From an optimization exercise on the open Yosys and OpenROAD flow, aimed at small area, a short achievable clock period and few clock cycles; shortcuts taken in it are not production practice.
At most, simulation tests tie the RTL to the original design; equivalence was not proved.
No activity file was given, so power comes from the tool's default toggle rates.

// weight_update
module weight_update
(
   input  logic  clk,
   input  logic  reset,
   input  logic  cmd_valid,
   input  logic  cmd_init,
   output logic  cmd_ready,
   input  wu_pkg::word_t weight_in,
   input  logic  weight_valid,
   output logic  weight_ready,
   input  wu_pkg::word_t gradient_in,
   input  logic  gradient_valid,
   output logic  gradient_ready,
   output wu_pkg::word_t result_out,
   output logic  result_valid,
   input  logic  result_ready,
   input  wu_pkg::len_t  total_length,
   input  wu_pkg::node_t node_id,
   input  wu_pkg::node_t num_node,
   output wu_pkg::addr_t avs_address,
   output wu_pkg::word_t avs_writedata,
   output logic  avs_read,
   output logic  avs_write,
   input  wu_pkg::word_t avs_readdata,
   input  logic  avs_waitrequest,
   input  logic  avs_readdatavalid
);
==> flow/config.mk <==
export PLATFORM = sky130hd
export DESIGN_NAME = weight_update
export DESIGN_NICKNAME = weight_update
export VERILOG_FILES = /design/flow/design.v
export SDC_FILE = /design/flow/constraint.sdc
export NUM_CORES = 4
export LEC_CHECK = 0
export ABC_CLOCK_PERIOD_IN_PS = 2500
export CAP_MARGIN = 20
export CORE_MARGIN = 2
export CORE_UTILIZATION = 40
export CTS_BUF_LIST = sky130_fd_sc_hd__clkbuf_4 sky130_fd_sc_hd__clkbuf_8
export CTS_CLUSTER_SIZE = 30
export SETUP_SLACK_MARGIN = 3.5
export SLEW_MARGIN = 20
export SYNTH_HIERARCHICAL = 1
export SYNTH_MINIMUM_KEEP_SIZE = 0
==> flow/constraint.sdc <==
create_clock -name core_clock -period 6.0 [get_ports {clk}]
set_input_delay 1.2000 -clock core_clock [delete_from_list [all_inputs] [get_ports {clk}]]
set_output_delay 1.2000 -clock core_clock [all_outputs]
set_load 0.01 [all_outputs]
standard.sh (not shown) runs the stock make flow with config.mk's settings and CLKGATE_MAP_FILE= SYNTH_SCRIPT=/design/flow/synth_recipe.tcl, a recipe that flattens the netlist after the stock synthesis.
==> flow/flow/run.sh <==
#!/bin/bash
# Standard layout, with the smallest buffer as the port buffer instead of
# the default delay buffer; the timing repairs upsize it where needed.
set -euo pipefail
bash standard.sh "BUFFER_PORTS_ARGS=-buffer_cell sky130_fd_sc_hd__buf_1" finish > standard.log 2>&1
Testbench counts at the start, summed over its fixed seeds: cycles 20,526.
Change:
--- a/flow/design.v
+++ b/flow/design.v
@@ -30,27 +30,25 @@
    output logic          full_n      
 );
    localparam int LV_W = $clog2(DEPTH + 1);
    logic [DW-1:0]   mem [DEPTH];
    logic [LV_W-1:0] level;
    logic [LV_W-1:0] level_n;
-   logic [DEPTH:0]  at_lvl;       
+   logic [LV_W-1:0] wr_pos;       
    assign rd_data = mem[0];
    always_comb begin
       level_n = level;
       if (wr_en && !rd_en) level_n = level + 1'b1;
       else if (rd_en && !wr_en) level_n = level - 1'b1;
    end
-   for (genvar i = 0; i <= DEPTH; i++) begin : g_lvl
-      assign at_lvl[i] = (level == LV_W'(i));
-   end
+   assign wr_pos  = rd_en ? level - 1'b1 : level;
    assign empty_n = (level_n == '0);
    assign full_n  = (level_n == LV_W'(DEPTH));
    for (genvar i = 0; i < DEPTH; i++) begin : g_slot
       logic put;
-      assign put = wr_en && (rd_en ? at_lvl[i+1] : at_lvl[i]);
+      assign put = wr_en && (wr_pos == LV_W'(i));
       always_ff @(posedge clk) begin
          if (put) mem[i] <= wr_data;
          else if (rd_en) mem[i] <= (i < DEPTH - 1) ? mem[(i < DEPTH - 1) ? i + 1 : i] : mem[i];
       end
    end
    always_ff @(posedge clk) begin
@@ -81,15 +79,14 @@
    output wu_pkg::addr_t addr,
    output logic  slice_done,    
    output logic  len_last       
 );
    localparam int HI_W = wu_pkg::ADDR_W - wu_pkg::LG_SLICE_WORDS;
    wu_pkg::node_t first_slice;
-   wu_pkg::node_t num_q;
-   wu_pkg::node_t num_m1_q;
-   logic          first0_q;
+   wu_pkg::node_t num_m1;
+   logic          first0;
    logic                              active;
    logic [HI_W-1:0]                   hi;         
    logic [wu_pkg::LG_SLICE_WORDS-1:0] lo;
    wu_pkg::node_t                     si;         
    logic                              crossed_q;  
    logic                              at_own_q;
@@ -99,13 +96,15 @@
    logic                              slice_end;
    logic [HI_W:0]                     left;       
    logic [HI_W:0]                     left_dec;
    logic [HI_W:0]                     left_nz;    
    logic                              part;       
    logic                              le1_q, le2_q, le1;
-   assign first_slice = (start_lin || (node_id == num_node - 1'b1)) ? 8'd0 : node_id + 1'b1;
+   assign num_m1      = num_node - 1'b1;
+   assign first0      = (node_id == num_m1);
+   assign first_slice = (start_lin || first0) ? 8'd0 : node_id + 1'b1;
    assign slice_end  = &lo;
    assign slice_done = step && slice_end;
    assign addr_valid = active;
    assign addr       = {hi, lo};
    fast_add #(.W(HI_W)) i_hi_add (
       .a (hi), .b ({{(HI_W-9){xq[8]}}, xq}), .cin (1'b1), .sum (hi_next), .cout ()
@@ -119,20 +118,17 @@
    assign part  = (total_length[2:0] != 3'd0);
    assign le1_q = (left[HI_W:1] == '0) && !(left[0] && part);
    assign le2_q = (left[HI_W:2] == '0) && !(left[1] && (left[0] || part));
    assign le1   = crossed_q ? le2_q : le1_q;
    assign len_last = le1 && (lo == total_length[2:0] - 3'd1);
    always_ff @(posedge clk) begin
-      num_q     <= num_node;
-      num_m1_q  <= num_node - 1'b1;
-      first0_q  <= (node_id == num_node - 1'b1);
       at_own_q  <= (si == node_id);
-      at_last_q <= (si == num_m1_q);
+      at_last_q <= (si == num_m1);
       if (lin) xq <= 9'd0;
-      else if (at_own_q) xq <= first0_q ? 9'd0 : {1'b0, num_q};
-      else if (at_last_q) xq <= ~{1'b0, num_m1_q};
+      else if (at_own_q) xq <= first0 ? 9'd0 : {1'b0, num_node};
+      else if (at_last_q) xq <= ~{1'b0, num_m1};
       else xq <= 9'd0;
    end
    always_ff @(posedge clk) begin
       if (reset) begin
          active    <= 1'b0;
          crossed_q <= 1'b0;
@@ -358,15 +354,15 @@
       w_need_n   = load ? 1'b1 : (w_need && !wr_acc);
       res_need_n = load ? in_walk : (res_need && !result_ready);
       init_done_n = cmd_acc ? 1'b0 : (init_done || (w_take && take_last));
       g_full_n    = g_take || (g_full && !load);
    end
    always_ff @(posedge clk) begin
-      if (g_take || (state == S_IDLE)) begin
+      if (reset || g_take || load) begin
          for (int i = 0; i < wu_pkg::LANES; i++) begin
-            gsh_q[i*GL_W +: GL_W] <= (state == S_IDLE) ? '0 : gradient_in[i*wu_pkg::LANE_W + wu_pkg::LR_SHIFT +: GL_W];
+            gsh_q[i*GL_W +: GL_W] <= (g_take && !reset) ? gradient_in[i*wu_pkg::LANE_W + wu_pkg::LR_SHIFT +: GL_W] : '0;
          end
       end
    end
    always_ff @(posedge clk) begin
       if (load) upd_q <= upd_word;
       if (issue_rd) avs_address <= rd_addr;
What happened: The new run passed the timing, design-rule and antenna checks. Utilization rises by 0.97 points. Global-route usage increases by 1.9 points. Worst setup slack got worse by 0.034 ns. Design area went up by 4.5%. Fmax goes down by 1.3%. Total power drops by 3.9%. Routed wire length increases by 18%. Clock power shrinks by about 1%.
The RTL of the second run of this note was laid out without a check of its function.

-- port drivers added, routing unchanged --
The flow's constraints put no driver on any port. The routed layouts listed below were extracted and timed again, unchanged, in two steps.
Step 1 sets driving cells, clkbuf_16 on the clock port and buf_2 on the other inputs (assumed; they add their load-dependent delay and slew).
Step 2 adds t to the input delays and takes it off the output delays; t is the mean of the earliest and latest rising clock arrival at the registers after step 1. Input paths then give back, and output paths get back, about the clock's delay inside the block.
Slacks: ideal ports / drivers / drivers and shift; pairs: ideal ports / drivers.
run | t, ns | setup slack, ns | worst setup path at the end | worst register clock-pin slew, ns
the first run | 0.705 | 3.389 / 3.389 / 2.684 | input to register | 0.07 / 0.07
the second run | 0.714 | 3.355 / 3.351 / 2.637 | input to register | 0.07 / 0.07
After both steps setup and hold are still met in every run listed. For the second run, which loses most, drivers alone change the setup slack by -0.004 ns; drivers and shift together by -0.718 ns.
